This is an optimization exercise on Yosys and OpenROAD, whose aim is small area, a short achievable clock period and few clock cycles per item, not a production implementation.

Setup of amber:
## hilo_md_unit
module hilo_md_unit #(
    parameter int DATA_W    = 32,
    parameter int DIV_CNT_W = 6
) (
    input  logic              cpu_clk_50M,
    input  logic              cpu_rst_n,
    input  logic              flush_i,
    input  logic              op_valid_i,
    output logic              op_ready_o,
    input  logic [2:0]        op_i,
    input  logic              sign_i,
    input  logic [DATA_W-1:0] src_a_i,
    input  logic [DATA_W-1:0] src_b_i,
    output logic [DATA_W-1:0] hi_o,
    output logic [DATA_W-1:0] lo_o,
    output logic              done_o
);
For scale: about 140 I/O pins.
Settings: LEC_CHECK=0, ABC_AREA=1, CAP_MARGIN=20, CORE_MARGIN=2, CORE_UTILIZATION=40, SETUP_SLACK_MARGIN=5, SLEW_MARGIN=20; clock period 14.0 ns.
run.sh (not shown) runs the stock make flow with config.mk's settings and CLKGATE_MAP_FILE= SYNTH_SCRIPT=/design/flow/synth_recipe.tcl, a recipe that flattens the netlist after the stock synthesis.
Input-level comparison between cedar and amber:
--- a/flow/design.v
+++ b/flow/design.v
@@ -12,17 +12,17 @@
     input  logic              sign_i,
     input  logic [DATA_W-1:0] src_a_i,
     input  logic [DATA_W-1:0] src_b_i,
     output logic [DATA_W-1:0] hi_o,
     output logic [DATA_W-1:0] lo_o,
     output logic              done_o
 );
     localparam int c_w2  = 2 * DATA_W;
-    localparam int DIV_K = 2;                        
+    localparam int DIV_K = 4;                        
     localparam logic [2:0] c_op_mthi = 3'd1;
     localparam logic [2:0] c_op_mtlo = 3'd2;
     localparam logic [2:0] c_op_mult = 3'd3;
     localparam logic [2:0] c_op_madd = 3'd4;
     localparam logic [2:0] c_op_msub = 3'd5;
     localparam logic [2:0] c_op_div  = 3'd6;
     function automatic logic [1:0] fa(input logic x, input logic y, input logic z);
         fa = {(x & y) | (x & z) | (y & z), x ^ y ^ z};
@@ -66,17 +66,36 @@
     logic                 done_q;
     logic [c_w2-1:0]      hl_s_q, hl_c_q;   
     logic [DATA_W-1:0]    quo_q;            
     logic [DATA_W-1:0]    rem_q;
     logic [DATA_W-1:0]    dvs_q;
     logic                 qneg_q, rneg_q;
     logic [DIV_CNT_W-1:0] cnt_q;
     logic [c_w2-1:0]      w_hl;
-    assign w_hl       = hl_s_q + hl_c_q;
+    always_comb begin : hl_cpa
+        logic [c_w2-1:0] p, g, gg, pp;
+        p  = hl_s_q ^ hl_c_q;
+        g  = hl_s_q & hl_c_q;
+        gg = g;
+        pp = p;
+        for (int d = 1; d < c_w2; d = d * 2) begin
+            for (int i = 2 * d - 1; i < c_w2; i = i + 2 * d) begin
+                gg[i] = gg[i] | (pp[i] & gg[i-d]);
+                pp[i] = pp[i] & pp[i-d];
+            end
+        end
+        for (int d = c_w2 / 4; d >= 1; d = d / 2) begin
+            for (int i = 3 * d - 1; i < c_w2; i = i + 2 * d) begin
+                gg[i] = gg[i] | (pp[i] & gg[i-d]);
+                pp[i] = pp[i] & pp[i-d];
+            end
+        end
+        w_hl = p ^ {gg[c_w2-2:0], 1'b0};
+    end
     assign op_ready_o = ~busy_q;
     assign hi_o       = w_hl[c_w2-1:DATA_W];
     assign lo_o       = w_hl[DATA_W-1:0];
     assign done_o     = done_q;
     logic w_accept;
     assign w_accept = op_valid_i & ~busy_q & ~flush_i;
     logic              w_is_msub, w_use_acc;
     logic [DATA_W:0]   w_ma;            
@@ -759,17 +778,17 @@
     assign w_a_ones = src_a_i ^ {DATA_W{w_a_neg}};
     assign w_b_ones = src_b_i ^ {DATA_W{w_b_neg}};
     assign w_a_mag  = w_a_ones + DATA_W'(w_a_neg);
     assign w_b_mag  = w_b_ones + DATA_W'(w_b_neg);
     assign w_b_zero = (src_b_i == '0);
     assign w_m      = 7'd31 + {1'b0, lzc32(w_a_ones)} - {1'b0, lzc32(w_b_ones)}
                       - 7'(w_a_neg & low_mask(w_a_ones)) + 7'(w_b_neg & low_mask(w_b_ones));
     assign w_div_quick = w_m[5];
-    assign w_skip   = {w_m[4:1], 1'b0};
+    assign w_skip   = {w_m[4:2], 2'b00};
     assign w_dvd_sh = {{DATA_W{1'b0}}, w_a_mag} << w_skip;
     logic [DATA_W-1:0] w_q_end, w_r_end;
     always_comb begin : div_steps
         logic [DATA_W:0]   sh, diff;
         logic [DATA_W-1:0] rem, quo;
         rem = rem_q;
         quo = quo_q;
         for (int k = 0; k < DIV_K; k++) begin
@@ -842,13 +861,13 @@
             quo_q <= w_q_end;
             cnt_q <= cnt_q - DIV_CNT_W'(1);
         end else begin
             rem_q  <= w_dvd_sh[c_w2-1:DATA_W];
             quo_q  <= w_dvd_sh[DATA_W-1:0];
             dvs_q  <= w_b_mag;
             qneg_q <= w_a_neg ^ w_b_neg;
             rneg_q <= w_a_neg;
-            cnt_q  <= {2'b00, ~w_m[4:1]};
+            cnt_q  <= {3'b000, ~w_m[4:2]};
         end
     end
 endmodule
 `default_nettype wire
## What came out
Looking at the reports, amber completed the entire flow and the layout it produced met the timing, design-rule and antenna checks. cedar closes out successfully: all stages finished, all timing, DRC and antenna checks passed. cedar reports a higher cell area than amber does. The final reports for cedar and amber show synthesis-to-layout area growth higher in the former. amber → cedar: final worst slack saw a decrease, count of TritonRoute iterations in the first routing pass saw a decrease. Side by side, all-layer global routing usage turned out lower in cedar than in amber. Between amber and cedar, the clock slew seen by the registers of the worst setup and hold paths figures differ only marginally. Looking at arrival time of data at the critical path endpoint, cedar sits 0.09 ns higher than amber does. Side by side, wire length the detailed router placed on met1 turned out lower in cedar than in amber. Compared with amber, in cedar worst hold slack fell by 0.025 ns.
Function was not checked in any run of this note: the RTL went through the layout flow alone.

==> separate check: timing with driven ports <==
The results above use ideal ports. As a check the final layouts listed here were re-extracted and re-timed, cells and wires unchanged. Step 1 assumes that a clkbuf_16 drives the clock port and a buf_2 every other input. Step 2, shift: input delay + t, output delay - t, t = (earliest + latest rising clock arrival at the registers) / 2. This alone moves slack from input paths to output paths. Slacks: ideal / step 1 / step 2; pairs: ideal / step 1.
run	t (ns)	slack for setup (ns)	hold slack, ns	worst setup path at the end	slew at the worst register clock pin (ns)
amber	0.690	5.141 / 5.186 / 4.496	0.485 / 0.485 / 0.485	input to register	0.08 / 0.08
cedar	0.690	5.115 / 5.142 / 4.452	0.461 / 0.461 / 0.461	input to register	0.08 / 0.08
After both steps setup and hold are still met in every run listed. For cedar, which loses most, drivers alone change the setup slack by +0.027 ns; drivers and shift together by -0.663 ns.
